From an optimization exercise on the open Yosys and OpenROAD flow, aimed at small area and a short achievable clock period; shortcuts taken in it are not production practice. Where RTL was checked, it was by simulation tests only, not by an equivalence proof against the original. No functional check of the RTL was part of run 6. Power and IR drop assume default switching activity. The clock port is modelled as an ideal driver; clocking choices that lean on that would not hold on a real chip.

**flow/config.mk**
```make
export PLATFORM = sky130hd
export DESIGN_NAME = pattern_fetch_send
export DESIGN_NICKNAME = pattern_fetch_send
export VERILOG_FILES = /design/flow/design.v
export SDC_FILE = /design/flow/constraint.sdc
export NUM_CORES = 4
export LEC_CHECK = 0
export CAP_MARGIN = 20
export CORE_MARGIN = 2
export CORE_UTILIZATION = 40
export CTS_BUF_LIST = sky130_fd_sc_hd__clkbuf_4 sky130_fd_sc_hd__clkbuf_8
export SLEW_MARGIN = 20
```
**flow/constraint.sdc**
```tcl
create_clock -name core_clock -period 12.0 [get_ports {pixel_clk}]
set_input_delay 2.4000 -clock core_clock [delete_from_list [all_inputs] [get_ports {pixel_clk}]]
set_output_delay 2.4000 -clock core_clock [all_outputs]
set_load 0.01 [all_outputs]
```
**flow/design.v**
```verilog
package pfs_pkg;
    localparam int WORD_W = 256;
    localparam int ADDR_W = 22;
    localparam int SLOTS  = 9;       
    localparam logic [1:0] F_IDLE  = 2'd0;
    localparam logic [1:0] F_HEAD  = 2'd1;
    localparam logic [1:0] F_HWAIT = 2'd2;
    localparam logic [1:0] F_BODY  = 2'd3;
endpackage
module pattern_fetch_send (
    input  logic                         pixel_clk,
    input  logic                         pixel_rst_n,
    input  logic                         start,
    input  logic [2:0]                   pixel_sync,    
    input  logic                         mem_ready,
    output logic [pfs_pkg::ADDR_W:0]     mem_req,       
    input  logic [pfs_pkg::WORD_W:0]     mem_rsp,       
    output logic [2:0]                   gen_sync,      
    output logic [23:0]                  gen_rgb        
);
    localparam int W = pfs_pkg::WORD_W;
    localparam int S = pfs_pkg::SLOTS;
    logic rsp_valid;
    logic de;
    assign rsp_valid = mem_rsp[W];
    assign de        = pixel_sync[2];
    logic [1:0]                 fst;
    logic                       req_q;
    logic [pfs_pkg::ADDR_W-1:0] addr_q;
    logic                       hcalc;       
    logic [23:0]                tb_hi;       
    logic [7:0]                 tail;        
    logic                       tail_nz;     
    logic [7:0]                 h_fill;
    logic [31:0]                pcnt;        
    logic [23:0]                wcnt;        
    logic [3:0]                 used;        
    logic                       wr_ok;       
    logic [3:0]                 tq;          
    logic [1:0]                 tq_w;
    logic [1:0]                 tq_r;
    logic acc, acc_body, lp_cur, ls_cur, cand, raise, pop, wr;
    logic empty_set;
    assign acc      = req_q && mem_ready;
    assign acc_body = acc && fst == pfs_pkg::F_BODY;
    assign lp_cur   = wcnt[23:1] == 23'd0 && wcnt[0] == !tail_nz;
    assign ls_cur   = lp_cur && pcnt == 32'd1;
    assign cand     = fst == pfs_pkg::F_BODY && (req_q ? (mem_ready && !ls_cur) : 1'b1);
    assign raise    = cand && (used != 4'(S) || pop);
    assign mem_req  = {req_q, addr_q};
    assign empty_set = (tb_hi == 24'd0 && tail == 8'd0) || pcnt == 32'd0;
    assign wr       = rsp_valid && wr_ok;
    always_ff @(posedge pixel_clk or negedge pixel_rst_n) begin
        if (!pixel_rst_n) begin
            fst    <= pfs_pkg::F_IDLE;
            req_q  <= 1'b0;
            addr_q <= '0;
            hcalc  <= 1'b0;
            used   <= '0;
            wr_ok  <= 1'b1;
            tq_w   <= '0;
            tq_r   <= '0;
        end else begin
            hcalc <= 1'b0;
            wr_ok <= !(fst == pfs_pkg::F_HEAD || (fst == pfs_pkg::F_HWAIT && !rsp_valid));
            if (acc) begin
                addr_q <= addr_q + 1'b1;
            end
            if (acc_body) begin
                tq_w <= tq_w + 2'd1;
            end
            if (wr) begin
                tq_r <= tq_r + 2'd1;
            end
            case (fst)
                pfs_pkg::F_IDLE: begin
                    if (hcalc && !empty_set) begin
                        fst <= pfs_pkg::F_BODY;
                    end else if (start) begin
                        fst    <= pfs_pkg::F_HEAD;
                        req_q  <= 1'b1;
                        addr_q <= '0;
                        used   <= '0;
                        tq_w   <= '0;
                        tq_r   <= '0;
                    end
                end
                pfs_pkg::F_HEAD: begin
                    if (mem_ready) begin
                        req_q <= 1'b0;
                        fst   <= pfs_pkg::F_HWAIT;
                    end
                end
                pfs_pkg::F_HWAIT: begin
                    if (rsp_valid) begin
                        hcalc <= 1'b1;
                        fst   <= pfs_pkg::F_IDLE;
                    end
                end
                default: begin
                    req_q <= (req_q && !mem_ready) || raise;
                    if (acc && ls_cur) begin
                        fst <= pfs_pkg::F_IDLE;
                    end
                end
            endcase
            if (fst == pfs_pkg::F_BODY || pop) begin
                used <= used + 4'(raise) - 4'(pop);
            end
        end
    end
    always_ff @(posedge pixel_clk) begin
        if (fst == pfs_pkg::F_HWAIT && rsp_valid) begin
            tb_hi  <= mem_rsp[255:232];
            tail   <= mem_rsp[231:224];
            pcnt   <= mem_rsp[223:192];
            h_fill <= mem_rsp[191:184];
        end
        if (hcalc) begin
            wcnt    <= tb_hi;
            tail    <= tail - 8'd1;
            tail_nz <= tail != 8'd0;
        end
        if (acc_body) begin
            tq[tq_w] <= lp_cur;
            if (lp_cur) begin
                wcnt <= tb_hi;
                pcnt <= pcnt - 32'd1;
            end else begin
                wcnt <= wcnt - 24'd1;
            end
        end
    end
    logic [W-1:0] slot [S];
    logic [S-1:0] lp;        
    logic [S-1:0] v;         
    logic [S-1:0] ld;        
    logic [S-1:0] gap;       
    logic         to0;       
    always_comb begin
        gap[0] = !v[0];
        for (int i = 1; i < S; i++) begin
            gap[i] = gap[i-1] || !v[i];
        end
        to0 = wr && (!v[0] || pop) && v[S-1:1] == '0;
        for (int i = 0; i < S - 1; i++) begin
            ld[i] = v[i+1] && (gap[i] || pop);
        end
        ld[0]   = ld[0] || to0;
        ld[S-1] = wr && !to0;
    end
    always_ff @(posedge pixel_clk) begin
        if (ld[0]) begin
            slot[0] <= to0 ? mem_rsp[W-1:0] : slot[1];
            lp[0]   <= to0 ? tq[tq_r] : lp[1];
        end
        for (int i = 1; i < S - 1; i++) begin
            if (ld[i]) begin
                slot[i] <= slot[i+1];
                lp[i]   <= lp[i+1];
            end
        end
        if (ld[S-1]) begin
            slot[S-1] <= mem_rsp[W-1:0];
            lp[S-1]   <= tq[tq_r];
        end
    end
    always_ff @(posedge pixel_clk or negedge pixel_rst_n) begin
        if (!pixel_rst_n) begin
            v <= '0;
        end else begin
            v[0] <= ld[0] || (v[0] && !pop);
            for (int i = 1; i < S; i++) begin
                v[i] <= ld[i] || (v[i] && !ld[i-1]);
            end
        end
    end
    logic [7:0] bit_idx;
    logic [7:0] fill;        
    logic       cur_bit;
    logic       last_bit;
    assign cur_bit  = slot[0][~bit_idx];
    assign last_bit = bit_idx == 8'hff || (lp[0] && bit_idx == tail);
    assign pop      = de && v[0] && fill == 8'd0 && last_bit;
    always_ff @(posedge pixel_clk or negedge pixel_rst_n) begin
        if (!pixel_rst_n) begin
            bit_idx <= '0;
            fill    <= '0;
        end else begin
            if (hcalc) begin
                bit_idx <= '0;
                fill    <= h_fill;
            end else if (de && v[0]) begin
                if (fill == 8'd0) begin
                    fill    <= h_fill;
                    bit_idx <= last_bit ? 8'd0 : bit_idx + 8'd1;
                end else begin
                    fill <= fill - 8'd1;
                end
            end
        end
    end
    logic black_q;
    always_ff @(posedge pixel_clk or negedge pixel_rst_n) begin
        if (!pixel_rst_n) begin
            gen_sync <= 3'b011;
            black_q  <= 1'b0;
        end else begin
            gen_sync <= pixel_sync;
            black_q  <= de && v[0] && cur_bit;
        end
    end
    assign gen_rgb = {24{~black_q}};
endmodule
```
**flow/flow/run.sh**
```bash
#!/bin/bash
# Standard layout, with timing repair aimed below the clock period and
# single-drive port buffers.
set -euo pipefail
bash standard.sh SETUP_SLACK_MARGIN=7.8 "BUFFER_PORTS_ARGS=-buffer_cell sky130_fd_sc_hd__buf_2" finish > flow_make.log 2>&1
```
**flow/standard.sh**
```bash
#!/bin/bash
# synth_recipe.tcl (not shown) runs the flow's synth.tcl, then flattens the netlist and writes it again
# the make line also repeats each setting of config.mk as NAME=value (left out here)
make -C /OpenROAD-flow-scripts/flow DESIGN_CONFIG=/design/flow/config.mk WORK_HOME=/design/flow/orfs CLKGATE_MAP_FILE= SYNTH_SCRIPT=/design/flow/synth_recipe.tcl "${@:-finish}"
```
==> metrics.md, run 1 <==
| Metric | Value |
|---|---|
| Remaining antenna violation count after routing | `0` |
| Non-filler cells in the finished layout | `~7500` |
| Largest family of logic cells by synthesized area | `multiplexers` |
| Startpoint Class | `flop` |
| I/O Buffers | `approximately 310` |
| Share of post-route cells with drive strength above 1 | `0.290` |
| Post-synthesis async set-or-reset flop share | `0.0258` |
| Syn Area/Cell | `22.5 um^2` |
| Simple-Gate Fraction of Synth Area | `0.0232` |
| CP Max Fanout | `6` |
| CTS root buffer | `clkbuf_8` |
| Max Slew Vio Count | `0` |
| Number of buffers created by CTS | `about 400` |
| Die H | `around 460 um` |
| DRC | `0` |
| Die area | `about 0.21 mm^2` |
| First-pass GRT wire length | `253000 um` |
| # setup viols final | `0` |
| Iter 0 DRT Violations | `3679` |
| Worst setup EP type | `output port` |
| GRT Residual Overflow | `0` |
| GPL Wtd Cong | `between 0.7 and 0.8` |
| H-tree depth | `5` |
| Cells after Synth | `3704` |
| Area of the multi-input gates | `0.00886 mm^2` |
| IO Count | `314` |
| EDFF count, synth | `2382` |
| Req. time, crit path | `9.60 ns` |
| Initial antenna violation count | `37` |
| Max Buffers Root-to-Sink | `4` |
| TNS Setup | `0 ns` |
| Synth Area in Adders | `0.00280` |
| Initial Utilization | `0.402` |
| Final Critical Period | `4.27 ns` |
| Synth area leaders | `edfxtp_1 (86%), mux2_2 (3.6%), dfrtp_1 (1.8%)` |
| Reg clk slew, reported paths | `roughly 0.060 ns` |
| Row Count | `about 170` |
| 1st-pass router iterations | `6` |
| Area Growth Syn to Fin | `16.4%` |
| Post-layout nets | `4682` |
| Post-synth top area share | `0.859` |
| Number of distinct library cells after synthesis | `72` |
| CTS tree | `done` |
| Pwr/cell area | `between 150 and 200 mW/mm^2` |
| Hold_ws | `roughly 0.36 ns` |
| Gr usage total | `0.167` |
| DPL Wire Length | `105000 um` |
| Compound-Gate Fraction of Synth Area | `0.0184` |
| HP Class | `flop to flop` |
| Skew-Pair Late Insertion Delay | `approximately 1.1 ns` |
| Core Footprint | `approximately 0.21 mm^2` |
| Critical path type | `flop to output port` |
| Pleak | `31.5 nW` |
| Unrepaired setup endpoints after global routing | `true` |
| Cell Area, Synth | `~0.083 mm^2` |
| WL final | `180000 um` |
| Die Wd | `460 um` |
| Least-Margin Pin Slew | `1.06 ns` |
| Max_cap viols | `0` |
| Post-synthesis mux area share | `0.0524` |
| Post-DP Area | `0.0882 mm^2` |
| Peak Freq | `~230 MHz` |
| Final period util | `0.356` |
| FF+latch count, synth | `2478` |
| Worst slew margin | `0.290` |
| Clock Sinks | `2478` |
| Storage cell area | `0.0738 mm^2` |
| Via-per-instance ratio | `a little under 5` |
| Max IR drop VDD | `0.000124 V` |
| Outcome | `no timing/DRC/antenna violations` |
| Synth Area in XOR/XNOR | `0.00705` |
| Area leader, netlist | `edfxtp_1` |
| DR WL/cell | `24.0 um` |
| Vias in the first global route | `36281` |
| Filler cells | `approximately 17000` |
| Syn_nets | `3986` |
| Placed insts | `6745` |
| Vias | `approximately 37000` |
| Clk_skew | `about 0.11 ns` |
| Yosys Warn Count | `2` |
| Final hold violation count | `0` |
| Post-synth top flop | `edfxtp_1` |
| Pin count of the biggest net entering global routing | `78` |
| Critical path arrival | `1.87 ns` |
| Final Instance Area | `0.0969 mm^2` |
| Sequential area share after synthesis | `0.886` |
[flip-flops by register name, summed over array words and instances, names as in the netlist, 3 cells and up]
register / flops
tail: 8
fill: 8
addr_q: 22
h_fill: 8
v: 9
bit_idx: 8
gen_sync: 3
pcnt: 32
lp: 9
slot: 2304
tb_hi: 24
tq: 4
wcnt: 24
used: 4
[worst paths after layout]
kind,start,endpoint,slack [ns],depth (start not counted)
max,black_q,gen_rgb[18],7.73,3
min,slot[7][53],slot[6][53],0.36,0
max reg2reg,bit_idx[1],slot[0][110],8.16,9
min reg2reg,slot[7][53],slot[6][53],0.36,0
max in group asynchronous,pixel_rst_n,bit_idx[1],9.76,1
min in group asynchronous,pixel_rst_n,addr_q[10],1.47,1
[per-layer routing]
metal | routed length (um) | track usage | vias up
met3 | 11300 | 0.0302 | 345
met4 | 4570 | 0.0533 | 2
met2 | 84300 | 0.261 | 1387
met5 | 12 | 0 | -
met1 | 80000 | 0.238 | 18954
li1 | - | - | 16207
[kinds of logic (layout without fill, tap and decap cells)]
group                      Yosys count  in the layout
buffers and inverters              153           1137
xor gates and xnor gates            67             67
AOI/OAI and AO/OA                  238            238
DFF                               2478           2478
adders and majority gates           18             18
and+or+nand+nor                    391            397
muxes                              359            359
other                                0             26
[synthesized netlist by cell type, drive strengths merged (3+ instances only)]
cell	count
a21oi	78
a221oi	6
nor2	151
buf	81
clkbuf	28
mux4	35
nand2b	6
o211ai	3
and3	9
or3	12
nand3b	4
inv	42
o22ai	17
dfrtp	61
a31o	3
nand3	37
mux2i	61
edfxtp	2382
a221o	3
a211oi	5
o21ai	48
a311oi	8
ha	17
mux2	263
nand2	72
dfxtp	32
nor2b	7
o221ai	26
xnor2	41
or2	3
nor4	24
nor3	25
or4	10
nand4	15
o311ai	5
nor4b	3
and2	10
a31oi	7
dfstp	3
o31ai	12
xor2	26
[worst max-delay path, stage by stage, from the launching register on]
cell and delay (ns):
dfrtp_2 0.37, buf_12 0.14, clkinvlp_4 0.19, buf_6 0.18
[cells in the final DEF (no fill, tap or decap), types with 45 or more instances in the layout]
master,netlist,final
nor2_1,150,147
buf_2,23,300
dfrtp_1,61,55
o21ai_0,45,45
clkinv_1,2,91
clkbuf_8,0,412
clkbuf_4,0,131
mux2_2,263,263
a21oi_1,78,76
edfxtp_1,2382,2382
mux2i_1,61,61
nand2_1,69,66
[through the flow]
step                total power [mW]  setup slack (ns)   util
finish                          18.0              7.73  0.468
global route                    18.7              7.61  0.468
CTS                             18.2              7.63  0.467
detailed placement              11.2              5.33  0.426
global placement                11.1              5.42  0.426
floorplan                       10.8              4.05      -
[cell type report]
type	count	share of cell area
Antenna cell	26	0.000671
Clock buffer	542	0.0685
Clock inverter	151	0.0105
Inverter	44	0.00174
Multi-Input combinational cell	1079	0.0915
Sequential cell	2478	0.761
Tap cell	2788	0.0360
Timing Repair Buffer	398	0.0295
Timing Repair inverter	2	0.000155
[power breakdown]
group          leakage, nW  total (mW)  switching [mW]  internal [mW]
registers             22.6        9.99           0.211           9.78
logic                 4.83        1.04           0.674          0.366
clock network         4.07        7.00            3.14           3.87
total                 31.5        18.0            4.02           14.0
[what timing repair did]
| item | CTS | global route |
|---|---|---|
| cloned | 13 | 2 |
| pin swaps | 3 | 2 |
| hold buffers | 0 | 0 |
| buffers inserted | 13 | 14 |
| resized for setup | 67 | 13 |
| endpoints found under the setup margin | 2006 | 509 |
==> run 2, diff against run 1 <==
==> flow/flow/run.sh (replaced) <==
#!/bin/bash
# Standard layout, with timing repair aimed below the clock period and
# single-drive port buffers.
set -euo pipefail
bash standard.sh SETUP_SLACK_MARGIN=8.1 "BUFFER_PORTS_ARGS=-buffer_cell sky130_fd_sc_hd__buf_2" finish > flow_make.log 2>&1
==> run 2 against run 1 <==
Effect of this change:
- clock power about the same
- largest cell class unchanged
- sequential share of layout area decreased by 0.48 points
- count of clock-buffer cells in the layout is the same
- critical path depth stayed put
- cell area up 0.63%
- combinational power about the same
- via count rose by 0.50%
- worst hold slack better by 0.0030 ns
- first-iteration DRC count decreased by 0.82%
- global-route usage is 0.20 points higher
==> metrics.md, run 2 <==
| Metric | Value |
|---|---|
| CTS root buffer | `clkbuf_8` |
| CP Max Fanout | `6 (unchanged)` |
| Largest register by flop count | `slot` |
| TNS Setup | `0 ns (unchanged)` |
| Max_cap viols | `0 (unchanged)` |
| Top-count cell post-synth | `edfxtp_1` |
| Final hold violation count | `0 (unchanged)` |
| Cells after Synth | `3704 (unchanged)` |
| Critical path type | `flop to output port` |
| Number of distinct library cells after synthesis | `72 (unchanged)` |
| Initial antenna violation count | `36 (-2.7%)` |
| Area Growth Syn to Fin | `17.2%` |
| Peak Freq | `238 MHz (+1.7%)` |
| Worst path buffer plus inverter count | `3 (unchanged)` |
| Critical path depth in cells | `3 (unchanged)` |
| Vias | `37081 (+0.50%)` |
| Max Buffers Root-to-Sink | `4 (unchanged)` |
| Skew-Pair Late Insertion Delay | `1.05 ns (about the same)` |
| CTS tree | `done` |
| Slowest stage cell, crit path | `dfrtp_2` |
| Die area | `0.212 mm^2 (unchanged)` |
| Final period util | `0.350 (-0.00585)` |
| Yosys Warn Count | `2 (unchanged)` |
| Gr usage total | `0.169 (+0.00204)` |
| Share of post-route cells with drive strength above 1 | `0.298 (+0.00752)` |
| Die Wd | `460 um (unchanged)` |
| Reg clk slew, reported paths | `0.06 ns (about the same)` |
| Startpoint Class | `flop` |
| Most frequent cells in the layout | `edfxtp_1 (2382), clkbuf_8 (411), buf_2 (304)` |
| Final Critical Period | `4.20 ns (-0.0702 ns)` |
| Max reg flops | `2304 (unchanged)` |
| First-pass GRT wire length | `256000 um (+1.1%)` |
| Met3 usage | `0.0306 (+0.000457)` |
| Cell Area, Synth | `0.0832 mm^2 (unchanged)` |
| Critical path arrival | `1.80 ns (-0.07 ns)` |
| Most common cell after layout, fill and taps aside | `edfxtp_1` |
| Final Instance Area | `0.0975 mm^2 (+0.63%)` |
| Least-Margin Pin Slew | `1.08 ns (+0.0190 ns)` |
| Area leader, netlist | `edfxtp_1` |
| Busiest grt layer | `met2` |
| Filler cells | `16965 (-0.34%)` |
| Via-per-instance ratio | `4.91 (about the same)` |
| DPL Wire Length | `105000 um (unchanged)` |
| Initial Utilization | `0.402 (unchanged)` |
| Vias in the first global route | `36510 (+0.63%)` |
| FF-to-FF End | `black_q` |
| Max IR drop VDD | `0.000127 V (+2.3%)` |
| Worst setup EP type | `output port` |
| Post-synth top area share | `0.859 (unchanged)` |
| Worst slew margin | `0.278 (-0.0127)` |
| Unrepaired setup endpoints after global routing | `true` |
| Post-synth top flop | `edfxtp_1` |
| CP endpoint | `gen_rgb[3]` |
| Iter 0 DRT Violations | `3649 (-0.82%)` |
| Post-DP Area | `0.0882 mm^2 (unchanged)` |
| Synth area leaders | `edfxtp_1 (86%), mux2_2 (3.6%), dfrtp_1 (1.8%)` |
| Remaining antenna violation count after routing | `0 (unchanged)` |
| GPL Wtd Cong | `0.782 (unchanged)` |
| Setup crit start | `black_q` |
| HP Class | `flop to flop` |
| Pwr/cell area | `185 mW/mm^2 (-0.45%)` |
| FF-to-FF setup slack | `8.40 ns (+0.24 ns)` |
| Max Slew Vio Count | `0 (unchanged)` |
| H-tree depth | `5 (unchanged)` |
| Post-layout nets | `4728 (+0.98%)` |
| Overall power | `18.1 mW (+0.18%)` |
| GRT Residual Overflow | `0 (unchanged)` |
| Largest registers | `slot (2304), pcnt (32)` |
| Post-Route Utilization | `0.471 (+0.00295)` |
| Clock Sinks | `2478 (unchanged)` |
| GR Layer Usage met2 | `0.266 (+0.00424)` |
| Die H | `460 um (unchanged)` |
| Req. time, crit path | `9.60 ns (about the same)` |
| EDFF count, synth | `2382 (unchanged)` |
| # setup viols final | `0 (unchanged)` |
| Clk_skew | `0.112 ns (+0.00418 ns)` |
| Pleak | `31.8 nW (+1.0%)` |
| I/O Buffers | `313 (unchanged)` |
| Synth top cells by count | `edfxtp_1 (2382), mux2_2 (263), nor2_1 (150), a21oi_1 (78), nand2_1 (69)` |
| Cell family with most CP delay | `buffers and inverters` |
| Sequential area share after synthesis | `0.886 (unchanged)` |
| CP max stage delay | `0.37 ns (about the same)` |
| 1st-pass router iterations | `5 (-1)` |
| Reg-to-reg critical path startpoint | `bit_idx[1]` |
| Non-filler cells in the finished layout | `7553 (+0.60%)` |
| Placed insts | `6745 (unchanged)` |
| DR WL/cell | `24.1 um (+0.52%)` |
| FF+latch count, synth | `2478 (unchanged)` |
| R2R cell count | `8 (-1)` |
| CP cell instances | `buf_12 > clkinvlp_4 > buf_2` |
| Met1 Usage GRT | `0.242 (+0.00322)` |
| Number of buffers created by CTS | `397 (unchanged)` |
| Outcome | `no timing/DRC/antenna violations` |
| Pin count of the biggest net entering global routing | `78 (unchanged)` |
| Post-synthesis async set-or-reset flop share | `0.0258 (unchanged)` |
| IO Count | `314 (unchanged)` |
| Post-CTS Hold Buffers | `0 (unchanged)` |
| Syn Area/Cell | `22.5 um^2 (unchanged)` |
| Row Count | `167 (unchanged)` |
| Syn_nets | `3986 (unchanged)` |
| DRC | `0 (unchanged)` |
| Core Footprint | `0.207 mm^2 (unchanged)` |
| WL final | `182000 um (+1.1%)` |
==> run 2: cell types whose count changed in the layout (fill, tap and decap cells not counted), sizes merged <==
| cell | before | now |
|---|---|---|
| buf | 390 | 432 |
| clkinvlp | 7 | 8 |
| diode | 26 | 25 |
| bufbuf | 6 | 9 |
==> run 2: final cells by class <==
cell class                      instances  area, um^2  area share
Tap cell                             2788        3490      0.0358
Timing Repair Buffer                  443        3440      0.0353
Timing Repair inverter                  3        22.5    0.000231
Multi-Input combinational cell       1079        8890      0.0911
Clock buffer                          542        6640      0.0681
Sequential cell                      2478       73800       0.757
Clock inverter                        151        1020      0.0105
Inverter                               44         169     0.00173
Antenna cell                           25        62.6    0.000642
==> run 2: how the worst min path moves through the flow <==
stage                       startpoint           end  slack, ns  cells past startpoint
after floorplan                  lp[2]         lp[1]       0.40                      0
after CTS                 slot[8][108]  slot[7][108]       0.35                      0
after global placement     slot[3][95]   slot[2][95]       0.40                      0
after global routing      slot[8][108]  slot[7][108]       0.36                      0
after detailed placement  slot[2][115]  slot[1][115]       0.40                      0
final                     slot[7][110]  slot[6][110]       0.36                      0
==> run 2: kinds of logic (layout without fill, tap and decap cells) <==
family | Yosys count | after routing | share of synthesized area
compound gates | 238 | 238 | 0.0184
other cells | 0 | 25 | 0
simple gates | 391 | 397 | 0.0232
xor+xnor | 67 | 67 | 0.00705
buf+inv | 153 | 1183 | 0.00977
mux | 359 | 359 | 0.0524
flops | 2478 | 2478 | 0.886
fa+ha+maj | 18 | 18 | 0.00280
==> run 2: worst reg2reg max path, cell delays in order, from the launching register on <==
cell,delay [ns]
dfrtp_4,0.63
nand2b_2,0.57
buf_4,0.42
o221ai_1,0.32
o221ai_1,0.37
a311oi_1,0.63
a32o_1,0.22
a2bb2oi_1,0.17
o311a_1,0.19
==> run 2: power breakdown <==
part | switching, mW | total [mW] | internal, mW | leakage (nW)
registers | 0.209 | 9.99 | 9.78 | 22.6
logic | 0.685 | 1.07 | 0.389 | 5.15
clock network | 3.14 | 7.00 | 3.86 | 4.07
==> run 2: layer usage <==
metal,routed length [um],vias to the layer above
met1,80500,18993
met3,11400,343
li1,-,16305
met2,85600,1436
met5,26,-
met4,4610,4
==> run 2: timing repair <==
item                       4_1_cts  5_1_grt
gates resized for setup         91       15
setup endpoints to repair     2370     1052
pin swaps                        7        3
setup buffers                   46       21
cloned                          19        2
==> run 2: per-stage QoR <==
step | hold WS, ns | setup slack, ns
finish | 0.361 | 7.80
global route | 0.363 | 7.68
CTS | 0.355 | 7.69
detailed placement | 0.405 | 5.33
global placement | 0.400 | 5.42
floorplan | 0.400 | 4.05
==> run 3, diff against run 2 <==
==> flow/flow/run.sh (replaced) <==
#!/bin/bash
# Standard layout, with timing repair aimed below the clock period,
# single-drive port buffers and a clock tree without dummy loads.
set -euo pipefail
CTS="-sink_clustering_enable -repair_clock_nets -sink_clustering_size 30 -sink_clustering_max_diameter 100 -buf_list {sky130_fd_sc_hd__clkbuf_8 sky130_fd_sc_hd__clkbuf_16} -dont_use_dummy_load"
bash standard.sh SETUP_SLACK_MARGIN=8.1 "BUFFER_PORTS_ARGS=-buffer_cell sky130_fd_sc_hd__buf_2" "CTS_ARGS=$CTS" finish > flow_make.log 2>&1
--- a/flow/config.mk
+++ b/flow/config.mk
@@ -8,5 +8,7 @@
 export CAP_MARGIN = 20
 export CORE_MARGIN = 2
 export CORE_UTILIZATION = 40
-export CTS_BUF_LIST = sky130_fd_sc_hd__clkbuf_4 sky130_fd_sc_hd__clkbuf_8
+export CTS_BUF_LIST = sky130_fd_sc_hd__clkbuf_8 sky130_fd_sc_hd__clkbuf_16
+export CTS_CLUSTER_DIAMETER = 100
+export CTS_CLUSTER_SIZE = 30
 export SLEW_MARGIN = 20
==> run 3 against run 2 <==
Effect of this change:
- utilization down 2.3 points
- wire length down 1.7%
- area after synthesis unchanged
- sequential share of layout area increased by 3.9 points
- first-iteration DRC count is 10% higher
- sequential cell count is the same
- still clean
- critical path type unchanged
==> metrics.md, run 3 <==
| Metric | Value |
|---|---|
| Switch share | `0.220 (-0.00325)` |
| Core Footprint | `0.207 mm^2 (unchanged)` |
| Max Buffers Root-to-Sink | `3 (-1)` |
| WL final | `179000 um (-1.7%)` |
| 1st-pass router iterations | `6 (+1)` |
| Final period util | `0.339 (-0.0117)` |
| Synth top cells by count | `edfxtp_1 (2382), mux2_2 (263), nor2_1 (150), a21oi_1 (78), nand2_1 (69)` |
| Largest register by flop count | `slot` |
| Hold Startpoint | `slot[3][137]` |
| Number of distinct library cells after synthesis | `72 (unchanged)` |
| Remaining antenna violation count after routing | `0 (unchanged)` |
| Share of post-route cells with drive strength above 1 | `0.217 (-0.0808)` |
| Sequential area share after synthesis | `0.886 (unchanged)` |
| Post-layout nets | `4420 (-6.5%)` |
| Post-Route Utilization | `0.448 (-0.0230)` |
| Outcome | `no timing/DRC/antenna violations` |
| Gr usage total | `0.165 (-0.00392)` |
| Pleak | `29.1 nW (-8.7%)` |
| Post-synth top area share | `0.859 (unchanged)` |
| Max_cap viols | `0 (unchanged)` |
| Die Wd | `460 um (unchanged)` |
| CTS tree | `done` |
| Critical path arrival | `1.66 ns (-0.14 ns)` |
| Iter 0 DRT Violations | `4018 (+10%)` |
| Hold_ws | `0.353 ns (-0.00796 ns)` |
| Req. time, crit path | `9.60 ns (about the same)` |
| Final worst slack | `7.94 ns (+0.140 ns)` |
| Area leader, netlist | `edfxtp_1` |
| Worst path buffer plus inverter count | `3 (unchanged)` |
| Most frequent cells in the layout | `edfxtp_1 (2382), buf_2 (287), mux2_2 (263)` |
| Largest registers | `slot (2304), pcnt (32)` |
| Net Sw Power | `3.27 mW (-19%)` |
| Setup crit start | `black_q` |
| Die area | `0.212 mm^2 (unchanged)` |
| Final hold violation count | `0 (unchanged)` |
| CP max stage delay | `0.39 ns (+0.02 ns)` |
| Post-synth top flop | `edfxtp_1` |
| Max Slew Vio Count | `0 (unchanged)` |
| Syn Area/Cell | `22.5 um^2 (unchanged)` |
| GPL Wtd Cong | `0.782 (unchanged)` |
| Cell family with most CP delay | `buffers and inverters` |
| Pwr/cell area | `160 mW/mm^2 (-13%)` |
| Top-count cell post-synth | `edfxtp_1` |
| Vias in the first global route | `33678 (-7.8%)` |
| Clock power frac | `0.257 (-0.131)` |
| Final Critical Period | `4.06 ns (-0.140 ns)` |
| Vias | `35213 (-5.0%)` |
| Logic pwr share | `0.071 (+0.012)` |
| Yosys Warn Count | `2 (unchanged)` |
| Non-filler cells in the finished layout | `6941 (-8.1%)` |
| I/O Buffers | `313 (unchanged)` |
| Area Growth Syn to Fin | `11.4%` |
| H-tree depth | `3 (-2)` |
| FF+latch count, synth | `2478 (unchanged)` |
| Pin count of the biggest net entering global routing | `78 (unchanged)` |
| DRC | `0 (unchanged)` |
| TNS Setup | `0 ns (unchanged)` |
| First-pass GRT wire length | `249000 um (-2.7%)` |
| Max reg flops | `2304 (unchanged)` |
| Synth area leaders | `edfxtp_1 (86%), mux2_2 (3.6%), dfrtp_1 (1.8%)` |
| Cells after Synth | `3704 (unchanged)` |
| Cell Area, Synth | `0.0832 mm^2 (unchanged)` |
| GRT Residual Overflow | `0 (unchanged)` |
| Startpoint Class | `flop` |
| Skew-Pair Late Insertion Delay | `0.77 ns (-0.28 ns)` |
| Via-per-instance ratio | `5.07 (+3.3%)` |
| EDFF count, synth | `2382 (unchanged)` |
| CP cell instances | `buf_12 > clkinvlp_4 > buf_6` |
| Reg-to-reg critical path startpoint | `bit_idx[0]` |
| Clock Sinks | `2478 (unchanged)` |
| Syn_nets | `3986 (unchanged)` |
| # setup viols final | `0 (unchanged)` |
| DR WL/cell | `25.8 um (+7.0%)` |
| CP Max Fanout | `6 (unchanged)` |
| Number of buffers created by CTS | `97 (-76%)` |
| Initial antenna violation count | `38 (+5.6%)` |
| Clk_skew | `0.0965 ns (-0.0152 ns)` |
| Unrepaired setup endpoints after global routing | `true` |
| Internal power | `11.6 mW (-17%)` |
| Reg clk slew, reported paths | `0.11 ns (+0.05 ns)` |
| HP Class | `flop to flop` |
| CTS root buffer | `clkbuf_16` |
| Slowest stage cell, crit path | `dfrtp_2` |
| Post-synthesis async set-or-reset flop share | `0.0258 (unchanged)` |
| Worst slew margin | `0.294 (+0.0164)` |
| Die H | `460 um (unchanged)` |
| Filler cells | `17229 (+1.6%)` |
| Row Count | `167 (unchanged)` |
| Initial Utilization | `0.402 (unchanged)` |
| Place WS | `5.33 ns (unchanged)` |
| Seq pwr share | `0.671 (+0.118)` |
| Storage cell area | `0.0738 mm^2 (about the same)` |
| DPL Wire Length | `105000 um (unchanged)` |
| Peak Freq | `246 MHz (+3.4%)` |
| Worst setup EP type | `output port` |
| IO Count | `314 (unchanged)` |
| Least-Margin Pin Slew | `1.06 ns (-0.0272 ns)` |
| Critical path type | `flop to output port` |
| Placed insts | `6745 (unchanged)` |
| Most common cell after layout, fill and taps aside | `edfxtp_1` |
| Area of the multi-input gates | `0.00892 mm^2 (+0.44%)` |
| Max IR drop VDD | `0.000125 V (-1.9%)` |
==> run 3: changes by cell type in the layout (fill, tap and decap cells not counted), moves of 17 or more <==
cell,previous run,this run
buf_2,304,287
clkinv_2,40,0
buf_4,76,46
clkbuf_4,131,0
buf_6,13,31
buf_16,13,30
clkinv_1,91,2
clkbuf_16,2,102
clkbuf_8,411,0
==> run 3: layer usage <==
layer / routed length, um / share of wire / up-vias / global-route usage
met5: 80 / 0.00045 / - / 0
met4: 3310 / 0.018 / 12 / 0.0350
met3: 9110 / 0.051 / 185 / 0.0205
met2: 85600 / 0.48 / 1117 / 0.265
met1: 81000 / 0.45 / 18503 / 0.244
li1: - / - / 15396 / -
==> run 3: kinds of logic after synthesis <==
family	synth area share
adders and majority gates	0.00280
xor gates and xnor gates	0.00705
and+or+nand+nor	0.0232
DFF	0.886
AOI/OAI and AO/OA	0.0184
muxes	0.0524
buffers and inverters	0.00977
==> run 3: timing repair <==
action	in CTS	in global routing
gates cloned	32	6
endpoints found under the setup margin	2458	914
resized for setup	134	28
pin swaps	11	7
buffers inserted	41	2
hold buffers	0	0
==> run 3: cell type report <==
| type | count | area share |
|---|---|---|
| Inverter | 44 | 0.00186 |
| Timing Repair Buffer | 434 | 0.0420 |
| Sequential cell | 2478 | 0.795 |
| Multi-Input combinational cell | 1080 | 0.0962 |
| Tap cell | 2788 | 0.0376 |
| Clock buffer | 97 | 0.0262 |
| Timing Repair inverter | 3 | 0.000243 |
| Antenna cell | 17 | 0.000459 |
==> run 3: final timing paths <==
check	end	cells past startpoint	slack (ns)
setup / recovery	gen_rgb[18]	3	7.94
hold / removal	slot[2][137]	0	0.35
setup reg to reg	slot[2][101]	10	8.35
hold reg to reg	slot[2][137]	0	0.35
max in group asynchronous	bit_idx[1]	1	9.54
min in group asynchronous	addr_q[9]	1	1.76
==> run 3: per-stage QoR <==
step	power, mW	cell area (um^2)
6_report	14.9	92800
4_1_cts	15.0	92500
3_3_place_gp	11.1	88200
5_1_grt	15.4	92700
3_5_place_dp	11.2	88200
2_1_floorplan	10.8	83400
==> run 3: power groups by stage <==
stage | Sequential, mW | Clock, mW | Combinational (mW)
CTS | 9.99 | 3.96 | 1.07
finish | 9.99 | 3.83 | 1.06
global placement | 10.2 | 0 | 0.937
floorplan | 10.1 | 0 | 0.638
detailed placement | 10.2 | 0 | 0.956
global route | 10.0 | 4.23 | 1.15
==> run 4, diff against run 3 <==
--- a/flow/design.v
+++ b/flow/design.v
@@ -200,15 +200,22 @@
             end
         end
     end
-    logic black_q;
+    logic show;
+    logic white_r, white_g, black_b;
+    assign show = de && v[0] && cur_bit;
     always_ff @(posedge pixel_clk or negedge pixel_rst_n) begin
         if (!pixel_rst_n) begin
             gen_sync <= 3'b011;
-            black_q  <= 1'b0;
+            white_r  <= 1'b1;
+            black_b  <= 1'b0;
         end else begin
             gen_sync <= pixel_sync;
-            black_q  <= de && v[0] && cur_bit;
-        end
-    end
-    assign gen_rgb = {24{~black_q}};
+            white_r  <= !show;
+            black_b  <= show;
+        end
+    end
+    always_ff @(posedge pixel_clk) begin
+        white_g <= !show;
+    end
+    assign gen_rgb = {{8{white_r}}, {8{white_g}}, {8{~black_b}}};
 endmodule
==> flow/flow/run.sh (replaced) <==
#!/bin/bash
# Standard layout, with timing repair aimed below the clock period,
# single-drive port buffers and a clock tree without dummy loads.
set -euo pipefail
CTS="-sink_clustering_enable -repair_clock_nets -sink_clustering_size 30 -sink_clustering_max_diameter 100 -buf_list {sky130_fd_sc_hd__clkbuf_8 sky130_fd_sc_hd__clkbuf_16} -dont_use_dummy_load"
bash standard.sh SETUP_SLACK_MARGIN=8.3 "BUFFER_PORTS_ARGS=-buffer_cell sky130_fd_sc_hd__buf_2" "CTS_ARGS=$CTS" finish > flow_make.log 2>&1
==> run 4 against run 3 <==
Effect of this change:
- critical path depth decreased by 2
- non-clock buffer count increased by 35
- sequential share of layout area decreased by 0.25 points
- clock skew decreased by 0.027 ns
- area after synthesis increased by 0.14%
- sequential cell count increased by 2
- critical path type unchanged
- die area increased by 0.14%
- combinational power decreased by 6%
- first-iteration DRC count decreased by 3.9%
- largest power group unchanged
==> metrics.md, run 4 <==
| Metric | Value |
|---|---|
| Outcome | `no timing/DRC/antenna violations` |
| Final Critical Period | `3.92 ns (-0.144 ns)` |
| Synth area leaders | `edfxtp_1 (86%), mux2_1 (2.8%), dfrtp_1 (1.8%)` |
| Cell Area, Synth | `0.0834 mm^2 (+0.14%)` |
| Pleak | `29.4 nW (+1.1%)` |
| Vias | `35202 (-0.031%)` |
| Remaining antenna violation count after routing | `0 (unchanged)` |
| DR WL/cell | `25.6 um (-0.95%)` |
| Worst setup EP type | `output port` |
| Vias in the first global route | `33702 (+0.071%)` |
| Final worst slack | `8.08 ns (+0.144 ns)` |
| Synth top cells by count | `edfxtp_1 (2382), mux2_1 (208), nor2_1 (137), a21oi_1 (86), nand2_1 (74)` |
| CTS root buffer | `clkbuf_16` |
| EDFF count, synth | `2382 (unchanged)` |
| Post-synthesis mux area share | `0.0527 (+0.000285)` |
| Skew-Pair Late Insertion Delay | `0.78 ns (about the same)` |
| Critical path arrival | `1.52 ns (-0.14 ns)` |
| Post-synthesis async set-or-reset flop share | `0.0262 (+0.000382)` |
| Simple-Gate Fraction of Synth Area | `0.0233 (+0.0000566)` |
| Startpoint Class | `flop` |
| Die area | `0.212 mm^2 (+0.14%)` |
| Pin count of the biggest net entering global routing | `131 (+68%)` |
| Largest register by flop count | `slot` |
| DRC | `0 (unchanged)` |
| Synth Area in XOR/XNOR | `0.00662 (-0.000430)` |
| Met1 WL | `79000 um (-2.4%)` |
| DPL Wire Length | `102000 um (-2.7%)` |
| IO Count | `314 (unchanged)` |
| GRT Residual Overflow | `0 (unchanged)` |
| Max_cap viols | `0 (unchanged)` |
| Largest family of logic cells by synthesized area | `multiplexers` |
| Worst path buffer plus inverter count | `1 (-2)` |
| Area leader, netlist | `edfxtp_1` |
| 1st-pass router iterations | `7 (+1)` |
| WL final | `178000 um (-0.68%)` |
| CTS tree | `done` |
| Core Footprint | `0.207 mm^2 (unchanged)` |
| Initial Utilization | `0.403 (+0.000580)` |
| Reg clk slew, reported paths | `0.11 ns (about the same)` |
| Final period util | `0.327 (-0.0120)` |
| Yosys Warn Count | `2 (unchanged)` |
| Clock Sinks | `2480 (+0.081%)` |
| HP Class | `flop to flop` |
| Post-synth top area share | `0.858 (-0.00124)` |
| Post-synth top flop | `edfxtp_1` |
| Area Growth Syn to Fin | `11.7%` |
| Sequential area share after synthesis | `0.886 (about the same)` |
| Initial antenna violation count | `68 (+79%)` |
| GPL Wtd Cong | `0.806 (+3.1%)` |
| Most frequent cells in the layout | `edfxtp_1 (2382), buf_2 (286), mux2_1 (208)` |
| Final hold violation count | `0 (unchanged)` |
| Met3 WL | `10400 um (+14%)` |
| CP Max Fanout | `8 (+2)` |
| Number of distinct library cells after synthesis | `72 (unchanged)` |
| Post-layout nets | `4442 (+0.50%)` |
| Syn Area/Cell | `22.6 um^2 (+0.44%)` |
| Req. time, crit path | `9.60 ns (about the same)` |
| Max Used Layer | `met5` |
| Iter 0 DRT Violations | `3863 (-3.9%)` |
| Die Wd | `461 um (about the same)` |
| Max Slew Vio Count | `0 (unchanged)` |
| Syn_nets | `3975 (-0.28%)` |
| Post-CTS Hold Buffers | `0 (unchanged)` |
| Overall power | `14.8 mW (-0.76%)` |
| CP max stage delay | `0.63 ns (+0.24 ns)` |
| FF+latch count, synth | `2480 (+0.081%)` |
| Synth Area in Adders | `0.00279 (-0.00000403)` |
| Number of buffers created by CTS | `95 (-2.1%)` |
| Pwr/cell area | `159 mW/mm^2 (-1.1%)` |
| Place WS | `5.71 ns (+0.378 ns)` |
| First-pass GRT wire length | `245000 um (-1.5%)` |
| Final Instance Area | `0.0931 mm^2 (+0.39%)` |
| TNS Setup | `0 ns (unchanged)` |
| Unrepaired setup endpoints after global routing | `true` |
| Via-per-instance ratio | `5.06 (-0.30%)` |
| Max IR drop VDD | `0.000125 V (+0.14%)` |
| Gr usage total | `0.163 (-0.00187)` |
| Least-Margin Pin Slew | `0.955 ns (-0.101 ns)` |
| # setup viols final | `0 (unchanged)` |
| Compound-Gate Fraction of Synth Area | `0.0186 (+0.000184)` |
| H-tree depth | `3 (unchanged)` |
| Top-count cell post-synth | `edfxtp_1` |
| Row Count | `167 (unchanged)` |
| Routed length on met2 | `83700 um (-2.2%)` |
| Slowest stage cell, crit path | `dfstp_2` |
| Peak Freq | `255 MHz (+3.7%)` |
| Post-DP Area | `0.0883 mm^2 (about the same)` |
| Largest registers | `slot (2304), pcnt (32)` |
| Die H | `461 um (about the same)` |
| Cells after Synth | `3693 (-0.30%)` |
| Share of post-route cells with drive strength above 1 | `0.179 (-0.0384)` |
| Cell family with most CP delay | `flip-flops` |
| Max reg flops | `2304 (unchanged)` |
| I/O Buffers | `313 (unchanged)` |
| Hold_ws | `0.374 ns (+0.0208 ns)` |
| Worst slew margin | `0.362 (+0.0684)` |
| CP cell instances | `buf_2` |
| Critical path type | `flop to output port` |
| Most common cell after layout, fill and taps aside | `edfxtp_1` |
| Max Buffers Root-to-Sink | `3 (unchanged)` |
| Clk_skew | `0.0691 ns (-0.0274 ns)` |
## run 4: power by group
part           switching, mW  internal, mW  leakage, nW
sequential             0.212          9.77         22.6
clock                   2.36          1.43         1.17
combinational          0.611         0.383         5.59
total                   3.18          11.6         29.4
## run 4: kinds of logic after synthesis
| kind of cell | count (synthesis) |
|---|---|
| xor+xnor | 63 |
| fa+ha+maj | 18 |
| compound gates | 239 |
| simple gates | 385 |
| mux | 360 |
| buf+inv | 148 |
| flops | 2480 |
## run 4: layout make-up
class                      count  area (um^2)
antenna                       14         35.0
clock buffer                  95         2380
fill                       17164       114000
inverter                      40          155
multi-input combinational   1074         9000
sequential                  2480        73800
tap                         2788         3490
timing repair buffer         469         4230
## run 4: worst paths after layout
| check | cells after the start | from | slack [ns] | end |
|---|---|---|---|---|
| hold reg to reg | 0 | slot[4][161] | 0.37 | slot[3][161] |
| max in group asynchronous | 2 | pixel_rst_n | 9.39 | bit_idx[0] |
| min in group asynchronous | 1 | pixel_rst_n | 1.58 | addr_q[6] |
| setup reg to reg | 15 | pcnt[16] | 8.50 | used[3] |
| setup / recovery | 1 | white_r | 8.08 | gen_rgb[19] |
| hold / removal | 0 | slot[4][161] | 0.37 | slot[3][161] |
## run 4: timing repair
action,CTS,global route
endpoints found under the setup margin,2681,714
pin swaps,10,5
gates resized for setup,156,35
cloned,32,5
endpoints found under the hold margin,0,0
setup buffers,64,13
## run 4: through the flow
step           utilization  instances
2_1_floorplan            -       3693
3_3_place_gp         0.426       6737
3_5_place_dp         0.426       6737
4_1_cts              0.448       6928
5_1_grt              0.450       6949
6_report             0.450       6960
## run 4: routing by layer
layer / up-vias / global-route usage
met4: 28 / 0.0437
met1: 18394 / 0.234
met3: 258 / 0.0235
met5: - / 0
met2: 1084 / 0.262
li1: 15438 / -
==> run 5, diff against run 4 <==
==> flow/flow/run.sh (replaced) <==
#!/bin/bash
# Standard layout, with timing repair aimed below the clock period,
# single-drive port buffers and a clock tree without dummy loads.
set -euo pipefail
CTS="-sink_clustering_enable -repair_clock_nets -sink_clustering_size 25 -sink_clustering_max_diameter 80 -buf_list {sky130_fd_sc_hd__clkbuf_8 sky130_fd_sc_hd__clkbuf_16} -dont_use_dummy_load"
bash standard.sh SETUP_SLACK_MARGIN=8.3 "BUFFER_PORTS_ARGS=-buffer_cell sky130_fd_sc_hd__buf_2" "CTS_ARGS=$CTS" finish > flow_make.log 2>&1
--- a/flow/config.mk
+++ b/flow/config.mk
@@ -9,6 +9,6 @@
 export CORE_MARGIN = 2
 export CORE_UTILIZATION = 40
 export CTS_BUF_LIST = sky130_fd_sc_hd__clkbuf_8 sky130_fd_sc_hd__clkbuf_16
-export CTS_CLUSTER_DIAMETER = 100
-export CTS_CLUSTER_SIZE = 30
+export CTS_CLUSTER_DIAMETER = 80
+export CTS_CLUSTER_SIZE = 25
 export SLEW_MARGIN = 20
==> run 5 against run 4 <==
Effect of this change:
- die area unchanged
- area after synthesis unchanged
- worst hold slack got worse by 0.019 ns
- highest routed layer unchanged
- clock power increased by 9.2%
- clock skew increased by 0.0092 ns
- power increased by 2.3%
- still clean on timing, DRC and antenna
- register-to-register slack got worse by 0.11 ns
- critical path type unchanged
- fmax increased by 0.81%
- critical endpoint is now gen_rgb[18]
==> metrics.md, run 5 <==
| Metric | Value |
|---|---|
| Worst slew margin | `0.335 (-0.0277)` |
| Syn Area/Cell | `22.6 um^2 (unchanged)` |
| Hold_ws | `0.355 ns (-0.0189 ns)` |
| Unrepaired setup endpoints after global routing | `true` |
| Final period util | `0.324 (-0.00262)` |
| Share of post-route cells with drive strength above 1 | `0.183 (+0.00456)` |
| Final Critical Period | `3.89 ns (-0.0314 ns)` |
| Pin count of the biggest net entering global routing | `73 (-44%)` |
| Post-CTS Hold Buffers | `0 (unchanged)` |
| Die H | `461 um (unchanged)` |
| Via-per-instance ratio | `5.07 (+0.16%)` |
| DRC | `0 (unchanged)` |
| Peak Freq | `257 MHz (+0.81%)` |
| Area leader, netlist | `edfxtp_1` |
| CTS root buffer | `clkbuf_16` |
| Critical path arrival | `1.49 ns (-0.03 ns)` |
| IO Count | `314 (unchanged)` |
| Cell Area, Synth | `0.0834 mm^2 (unchanged)` |
| Max Slew Vio Count | `0 (unchanged)` |
| Number of distinct library cells after synthesis | `72 (unchanged)` |
| Core Footprint | `0.207 mm^2 (unchanged)` |
| Yosys Warn Count | `2 (unchanged)` |
| Critical path depth in cells | `1 (unchanged)` |
| Reg clk slew, reported paths | `0.09 ns (-0.02 ns)` |
| Critical path type | `flop to output port` |
| EDFF count, synth | `2382 (unchanged)` |
| Clk_skew | `0.0782 ns (+0.00915 ns)` |
| Row Count | `167 (unchanged)` |
| Initial antenna violation count | `70 (+2.9%)` |
| Clock Sinks | `2480 (unchanged)` |
| Max reg flops | `2304 (unchanged)` |
| Least-Margin Pin Slew | `0.993 ns (+0.0381 ns)` |
| Pwr/cell area | `162 mW/mm^2 (+1.9%)` |
| DR WL/cell | `25.7 um (+0.48%)` |
| Initial Utilization | `0.403 (unchanged)` |
| Skew-Pair Late Insertion Delay | `0.79 ns (about the same)` |
| # setup viols final | `0 (unchanged)` |
| CP max stage delay | `0.60 ns (-0.03 ns)` |
| CP Max Fanout | `8 (unchanged)` |
| Synth top cells by count | `edfxtp_1 (2382), mux2_1 (208), nor2_1 (137), a21oi_1 (86), nand2_1 (74)` |
| GRT Residual Overflow | `0 (unchanged)` |
| Iter 0 DRT Violations | `3873 (+0.26%)` |
| Synth area leaders | `edfxtp_1 (86%), mux2_1 (2.8%), dfrtp_1 (1.8%)` |
| Post-layout nets | `4464 (+0.50%)` |
| I/O Buffers | `313 (unchanged)` |
| WL final | `179000 um (+0.77%)` |
| Startpoint Class | `flop` |
| GPL Wtd Cong | `0.806 (unchanged)` |
| Outcome | `no timing/DRC/antenna violations` |
| Largest registers | `slot (2304), pcnt (32)` |
| Most frequent cells in the layout | `edfxtp_1 (2382), buf_2 (293), mux2_1 (208)` |
| Req. time, crit path | `9.60 ns (about the same)` |
| H-tree depth | `3 (unchanged)` |
| Hold depth | `0 (unchanged)` |
| Vias | `35360 (+0.45%)` |
| TNS Setup | `0 ns (unchanged)` |
| Die Wd | `461 um (unchanged)` |
| Filler cells | `17128 (-0.21%)` |
| 1st-pass router iterations | `7 (unchanged)` |
| R2R cell count | `9 (-6)` |
| Top-count cell post-synth | `edfxtp_1` |
| Largest register by flop count | `slot` |
| Most common cell after layout, fill and taps aside | `edfxtp_1` |
| Cells after Synth | `3693 (unchanged)` |
| CP cell instances | `buf_2` |
| Area Growth Syn to Fin | `12.2%` |
| DPL Wire Length | `102000 um (unchanged)` |
| Gr usage total | `0.166 (+0.00225)` |
| CTS tree | `done` |
| Final hold violation count | `0 (unchanged)` |
| First-pass GRT wire length | `248000 um (+1.2%)` |
| HP Class | `flop to flop` |
| Vias in the first global route | `33954 (+0.75%)` |
| Sequential area share after synthesis | `0.886 (unchanged)` |
| Worst path buffer plus inverter count | `1 (unchanged)` |
| Slowest stage cell, crit path | `dfstp_2` |
| Number of buffers created by CTS | `115 (+21%)` |
| Die area | `0.212 mm^2 (unchanged)` |
| Post-synthesis async set-or-reset flop share | `0.0262 (unchanged)` |
| Pleak | `29.6 nW (+0.75%)` |
| Remaining antenna violation count after routing | `0 (unchanged)` |
| Max_cap viols | `0 (unchanged)` |
| Post-synth top flop | `edfxtp_1` |
| Worst setup EP type | `output port` |
| Max IR drop VDD | `0.000120 V (-3.5%)` |
| Post-synth top area share | `0.858 (unchanged)` |
| Syn_nets | `3975 (unchanged)` |
| Cell family with most CP delay | `flip-flops` |
| Max Buffers Root-to-Sink | `3 (unchanged)` |
| FF+latch count, synth | `2480 (unchanged)` |
run 5: cell types whose count changed in the layout (fill, tap and decap cells not counted), moves of 5 or more:
cell / previous run / this run
clkbuf_16: 99 / 115
buf_2: 286 / 293
buf_4: 80 / 87
buf_16: 32 / 26
buf_12: 22 / 17
bufbuf_16: 12 / 17
run 5: path summary, 6_finish.rpt:
path | start | endpoint | slack [ns]
worst max-delay path | white_r | gen_rgb[18] | 8.11
worst min-delay path | slot[7][53] | slot[6][53] | 0.36
worst max register to register | bit_idx[2] | white_g | 8.39
worst min register to register | slot[7][53] | slot[6][53] | 0.36
max in group asynchronous | pixel_rst_n | bit_idx[1] | 9.40
min in group asynchronous | pixel_rst_n | addr_q[7] | 1.55
run 5: area by class of cell:
type | count | area (um^2) | area share
well taps | 2788 | 3490 | 0.0373
flip-flops and latches | 2480 | 73800 | 0.790
repair buffers | 470 | 4080 | 0.0437
clock buffers | 115 | 2880 | 0.0308
inverters | 40 | 153 | 0.00163
diodes | 12 | 30.0 | 0.000321
multi-input cells | 1075 | 9020 | 0.0965
run 5: timing repair:
action                     4_1_cts  5_1_grt
hold endpoints to repair         0        0
gates resized for setup        146       20
setup buffers                   71       11
setup endpoints to repair     2648      219
pin swaps                        9        6
gates cloned                    33        1
run 5: where the power goes:
part	internal, mW	switching [mW]	leakage [nW]	total, mW
registers	9.77	0.211	22.6	9.98
logic	0.375	0.609	5.56	0.985
clock network	1.70	2.43	1.42	4.14
total	11.8	3.25	29.6	15.1
run 5: kinds of logic (layout without fill, tap and decap cells):
| logic type | after synthesis | count (layout) | synth area share |
|---|---|---|---|
| mux | 360 | 360 | 0.0527 |
| xor+xnor | 63 | 63 | 0.00662 |
| flops | 2480 | 2480 | 0.886 |
| simple gates | 385 | 395 | 0.0233 |
| fa+ha+maj | 18 | 18 | 0.00279 |
| other cells | 0 | 12 | 0 |
| buf+inv | 148 | 625 | 0.0104 |
| compound gates | 239 | 239 | 0.0186 |
run 5: routing by layer:
metal,global-route usage,routed length (um),vias up
met3,0.0250,9950,255
met2,0.265,84500,1096
met1,0.237,80400,18484
met5,0,180,-
li1,-,-,15493
met4,0.0449,4220,32
run 5: through the flow:
step / setup slack (ns) / std cells / area, um^2 / utilization / total power [mW]
floorplan: 4.36 / 3693 / 83400 / - / 10.7
CTS: 8.02 / 6956 / 93300 / 0.450 / 15.2
detailed placement: 5.71 / 6737 / 88300 / 0.426 / 11.0
global route: 8.04 / 6973 / 93500 / 0.451 / 15.6
finish: 8.11 / 6980 / 93500 / 0.451 / 15.1
global placement: 5.83 / 6737 / 88300 / 0.426 / 11.0
==> run 6, diff against run 5 <==
--- a/flow/design.v
+++ b/flow/design.v
@@ -135,19 +135,27 @@
     logic [S-1:0] lp;        
     logic [S-1:0] v;         
     logic [S-1:0] ld;        
+    logic [S-1:0] ld_a;      
+    logic [S-1:0] ld_b;      
     logic [S-1:0] gap;       
+    logic         empty_q;   
     logic         to0;       
+    logic         pa;        
     always_comb begin
         gap[0] = !v[0];
         for (int i = 1; i < S; i++) begin
             gap[i] = gap[i-1] || !v[i];
         end
-        to0 = wr && (!v[0] || pop) && v[S-1:1] == '0;
         for (int i = 0; i < S - 1; i++) begin
-            ld[i] = v[i+1] && (gap[i] || pop);
-        end
+            ld_a[i] = v[i+1] && gap[i];
+            ld_b[i] = v[i+1] && pa;
+        end
+        ld_a[S-1] = 1'b0;
+        ld_b[S-1] = 1'b0;
+        to0 = wr && empty_q;
+        ld  = ld_a | ({S{de}} & ld_b);
         ld[0]   = ld[0] || to0;
-        ld[S-1] = wr && !to0;
+        ld[S-1] = wr && !empty_q;
     end
     always_ff @(posedge pixel_clk) begin
         if (ld[0]) begin
@@ -165,14 +173,20 @@
             lp[S-1]   <= tq[tq_r];
         end
     end
-    always_ff @(posedge pixel_clk or negedge pixel_rst_n) begin
-        if (!pixel_rst_n) begin
-            v <= '0;
-        end else begin
-            v[0] <= ld[0] || (v[0] && !pop);
-            for (int i = 1; i < S; i++) begin
-                v[i] <= ld[i] || (v[i] && !ld[i-1]);
-            end
+    logic [S-1:0] v_nx;
+    always_comb begin
+        v_nx[0] = ld[0] || (v[0] && !pop);
+        for (int i = 1; i < S; i++) begin
+            v_nx[i] = ld[i] || (v[i] && !ld[i-1]);
+        end
+    end
+    always_ff @(posedge pixel_clk or negedge pixel_rst_n) begin
+        if (!pixel_rst_n) begin
+            v       <= '0;
+            empty_q <= 1'b1;
+        end else begin
+            v       <= v_nx;
+            empty_q <= v_nx == '0;
         end
     end
     logic [7:0] bit_idx;
@@ -181,7 +195,8 @@
     logic       last_bit;
     assign cur_bit  = slot[0][~bit_idx];
     assign last_bit = bit_idx == 8'hff || (lp[0] && bit_idx == tail);
-    assign pop      = de && v[0] && fill == 8'd0 && last_bit;
+    assign pa       = v[0] && fill == 8'd0 && last_bit;
+    assign pop      = de && pa;
     always_ff @(posedge pixel_clk or negedge pixel_rst_n) begin
         if (!pixel_rst_n) begin
             bit_idx <= '0;
==> flow/flow/run.sh (replaced) <==
#!/bin/bash
# Standard layout, with timing repair aimed below the clock period,
# small port buffers and a clock tree without dummy loads.
set -euo pipefail
CTS="-sink_clustering_enable -repair_clock_nets -sink_clustering_size 25 -sink_clustering_max_diameter 80 -buf_list {sky130_fd_sc_hd__clkbuf_8 sky130_fd_sc_hd__clkbuf_16} -dont_use_dummy_load"
bash standard.sh SETUP_SLACK_MARGIN=8.4 "BUFFER_PORTS_ARGS=-buffer_cell sky130_fd_sc_hd__buf_2" "CTS_ARGS=$CTS" finish > flow_make.log 2>&1
==> run 6 against run 5 <==
Effect of this change:
- synthesized cell count is 15% higher
- sequential power about the same
- area after synthesis hardly changed
- highest routed layer unchanged
- largest power group unchanged
- critical path depth is 1 higher
- fmax down 1.1%
- via count grew 6.3%
==> metrics.md, run 6 <==
| Metric | Value |
|---|---|
| Most common cell after layout, fill and taps aside | `edfxtp_1` |
| Post-layout nets | `4973 (+11%)` |
| Synth area leaders | `edfxtp_1 (86%), nand2_1 (3.7%), dfrtp_1 (1.8%)` |
| Worst path buffer plus inverter count | `2 (+1)` |
| FF-to-FF End | `used[1]` |
| CP Max Fanout | `8 (unchanged)` |
| Peak Freq | `254 MHz (-1.1%)` |
| CTS tree | `done` |
| Unrepaired setup endpoints after global routing | `true` |
| Max reg flops | `2304 (unchanged)` |
| Synth top cells by count | `edfxtp_1 (2382), nand2_1 (822), nor2_1 (157), clkbuf_1 (89), a21oi_1 (85)` |
| # setup viols final | `0 (unchanged)` |
| Setup crit start | `white_r` |
| Gr usage total | `0.165 (-0.000907)` |
| FF-to-FF setup slack | `8.49 ns (+0.10 ns)` |
| Iter 0 DRT Violations | `4621 (+19%)` |
| Final hold violation count | `0 (unchanged)` |
| Reg clk slew, reported paths | `0.09 ns (about the same)` |
| Routed length on met2 | `83200 um (-1.6%)` |
| Remaining antenna violation count after routing | `0 (unchanged)` |
| Max IR drop VDD | `0.000114 V (-4.9%)` |
| Pin count of the biggest net entering global routing | `100 (+37%)` |
| Vias in the first global route | `36160 (+6.5%)` |
| Syn_nets | `4543 (+14%)` |
| Row Count | `167 (unchanged)` |
| WL final | `181000 um (+0.83%)` |
| Slowest stage cell, crit path | `dfstp_2` |
| Startpoint Class | `flop` |
| Req. time, crit path | `9.60 ns (about the same)` |
| Reg-to-reg critical path startpoint | `bit_idx[1]` |
| Post-synth top area share | `0.859 (about the same)` |
| CTS root buffer | `clkbuf_16` |
| Die Wd | `460 um (about the same)` |
| CP max stage delay | `0.54 ns (-0.06 ns)` |
| Worst setup EP type | `output port` |
| Vias | `37594 (+6.3%)` |
| Post-CTS Hold Buffers | `0 (unchanged)` |
| DPL Wire Length | `103000 um (+0.85%)` |
| Largest registers | `slot (2304), pcnt (32)` |
| DR WL/cell | `24.2 um (-5.9%)` |
| Clk_skew | `0.0725 ns (-0.00577 ns)` |
| Yosys Warn Count | `2 (unchanged)` |
| Max_cap viols | `0 (unchanged)` |
| Post-synth top flop | `edfxtp_1` |
| I/O Buffers | `313 (unchanged)` |
| Critical path type | `flop to output port` |
| HP Class | `flop to flop` |
| GPL Wtd Cong | `0.780 (-3.3%)` |
| Largest register by flop count | `slot` |
| Core Footprint | `0.207 mm^2 (unchanged)` |
| Number of distinct library cells after synthesis | `69 (-4.2%)` |
| Least-Margin Pin Slew | `1.02 ns (+0.0223 ns)` |
| Hold Startpoint | `slot[8][254]` |
| Pleak | `30.7 nW (+3.9%)` |
| Via-per-instance ratio | `5.02 (-0.82%)` |
| FF+latch count, synth | `2481 (+0.040%)` |
| Most frequent cells in the layout | `edfxtp_1 (2382), nand2_1 (816), buf_2 (278)` |
| Met3 WL | `11200 um (+13%)` |
| Met1 WL | `82700 um (+2.9%)` |
| Hold depth | `0 (unchanged)` |
| Final Critical Period | `3.93 ns (+0.0427 ns)` |
| Clock Sinks | `2481 (+0.040%)` |
| Die H | `460 um (about the same)` |
| Number of buffers created by CTS | `116 (+0.87%)` |
| Share of post-route cells with drive strength above 1 | `0.146 (-0.0376)` |
| Top-count cell post-synth | `edfxtp_1` |
| CP cell instances | `buf_12 > buf_6` |
| Max Buffers Root-to-Sink | `3 (unchanged)` |
| 1st-pass router iterations | `5 (-2)` |
| Max Used Layer | `met5` |
| Post-synthesis async set-or-reset flop share | `0.0266 (+0.000392)` |
| GRT Residual Overflow | `0 (unchanged)` |
| EDFF count, synth | `2382 (unchanged)` |
| Max Slew Vio Count | `0 (unchanged)` |
| Pwr/cell area | `168 mW/mm^2 (+4.3%)` |
| Area leader, netlist | `edfxtp_1` |
| Critical path arrival | `1.53 ns (+0.04 ns)` |
| Cell family with most CP delay | `flip-flops` |
| Area Growth Syn to Fin | `12.0%` |
| Cell Area, Synth | `0.0833 mm^2 (about the same)` |
| First-pass GRT wire length | `252000 um (+1.6%)` |
| Syn Area/Cell | `19.5 um^2 (-13%)` |
| TNS Setup | `0 ns (unchanged)` |
| Worst slew margin | `0.322 (-0.0126)` |
| Final period util | `0.328 (+0.00356)` |
| DRC | `0 (unchanged)` |
| Initial antenna violation count | `39 (-44%)` |
| Skew-Pair Late Insertion Delay | `0.78 ns (about the same)` |
| H-tree depth | `3 (unchanged)` |
| IO Count | `314 (unchanged)` |
| End of the worst hold path | `slot[7][254]` |
| Outcome | `no timing/DRC/antenna violations` |
| Sequential area share after synthesis | `0.887 (+0.00117)` |
| Initial Utilization | `0.402 (about the same)` |
| R2R cell count | `14 (+5)` |
| Hold_ws | `0.371 ns (+0.0157 ns)` |
| Die area | `0.212 mm^2 (about the same)` |
| Cells after Synth | `4261 (+15%)` |
[run 6: cell type report]
type                       count  area (um^2)
timing repair buffer         440         3790
tap                         2788         3490
antenna                        5         12.5
clock buffer                 116         2900
multi-input combinational   1608         8990
fill                       17516       114000
sequential                  2481        73900
inverter                      44          180
[run 6: where the power goes]
part	switching [mW]	leakage [nW]	internal (mW)
clock network	2.43	1.43	1.72
registers	0.257	22.6	9.80
logic	0.942	6.67	0.563
[run 6: per-layer routing]
layer / track usage / vias up
met2: 0.256 / 1210
met3: 0.0274 / 218
met5: 0 / -
met4: 0.0327 / 18
li1: - / 16756
met1: 0.247 / 19392
[run 6: repair_timing]
item | CTS | global route
buffers inserted | 39 | 14
cloned | 26 | 12
endpoints found under the setup margin | 2495 | 779
resized for setup | 149 | 27
pin swaps | 13 | 3
[run 6: logic make-up (layout without fill, tap and decap cells)]
kind of cell / after synthesis / after routing / share of synthesized area
compound gates: 236 / 238 / 0.0178
xor+xnor: 67 / 67 / 0.00705
fa+ha+maj: 18 / 18 / 0.00279
buf+inv: 185 / 600 / 0.00977
flops: 2481 / 2481 / 0.887
mux: 102 / 102 / 0.0175
other cells: 0 / 5 / 0
simple gates: 1172 / 1183 / 0.0583
[run 6: worst register-to-register path, cell delays in order (launching register included)]
cell,delay (ns)
dfrtp_4,0.74
ha_1,0.29
and4_1,0.22
nand4_1,0.12
o31ai_2,0.18
and3b_2,0.44
nor3_4,0.06
a211oi_2,0.17
inv_1,0.11
ha_4,0.29
inv_4,0.04
ha_4,0.15
fa_2,0.51
nand2_1,0.05
o31ai_1,0.07
[run 6: worst max-delay path by stage]
stage	slack (ns)	depth (start not counted)	end
floorplan	4.41	4	lp[7]
global placement	5.81	5	slot[0][178]
detailed placement	5.68	5	slot[0][21]
CTS	7.99	2	gen_rgb[18]
global route	8.00	2	gen_rgb[18]
finish	8.07	2	gen_rgb[18]
[run 6: metrics by stage]
| stage | setup slack [ns] | util | instance area [um^2] | instances | power, mW |
|---|---|---|---|---|---|
| after floorplan | 4.41 | - | 83400 | 4261 | 11.0 |
| after global placement | 5.81 | 0.426 | 88200 | 7270 | 11.5 |
| after detailed placement | 5.68 | 0.426 | 88300 | 7270 | 11.6 |
| after CTS | 7.99 | 0.448 | 92700 | 7451 | 15.8 |
| after global routing | 8.00 | 0.450 | 93200 | 7479 | 16.3 |
| final | 8.07 | 0.450 | 93200 | 7482 | 15.7 |

[afterwards: timing with drivers on the ports]
The flow's constraints put no driver on any port. The routed layouts listed below were extracted and timed again, unchanged, in two steps. Step 1, drivers: a clkbuf_16 drives pixel_clk and a buf_2 each remaining input, both assumed. Step 2 also shifts input and output timing later by t, the mid clock arrival at the registers, as if the neighbouring blocks saw the same clock. a / b / c = no drivers / after step 1 / after step 2; a / b = the first two.
run	t (ns)	slack for setup (ns)	worst hold slack (ns)
run 1	1.079	7.725 / 7.643 / 6.797	0.358 / 0.358 / 0.358
run 2	1.079	7.795 / 7.714 / 7.052	0.361 / 0.361 / 0.361
run 3	0.811	7.935 / 7.848 / 7.288	0.353 / 0.353 / 0.353
run 4	0.822	8.080 / 7.999 / 7.399	0.374 / 0.374 / 0.374
run 5	0.832	8.111 / 8.029 / 7.482	0.355 / 0.355 / 0.355
run 6	0.834	8.068 / 7.981 / 7.457	0.371 / 0.371 / 0.371
After both steps every run listed still meets setup and hold. The setup slack of run 1, which loses most, moves by -0.082 ns with the drivers and by -0.928 ns with both steps.
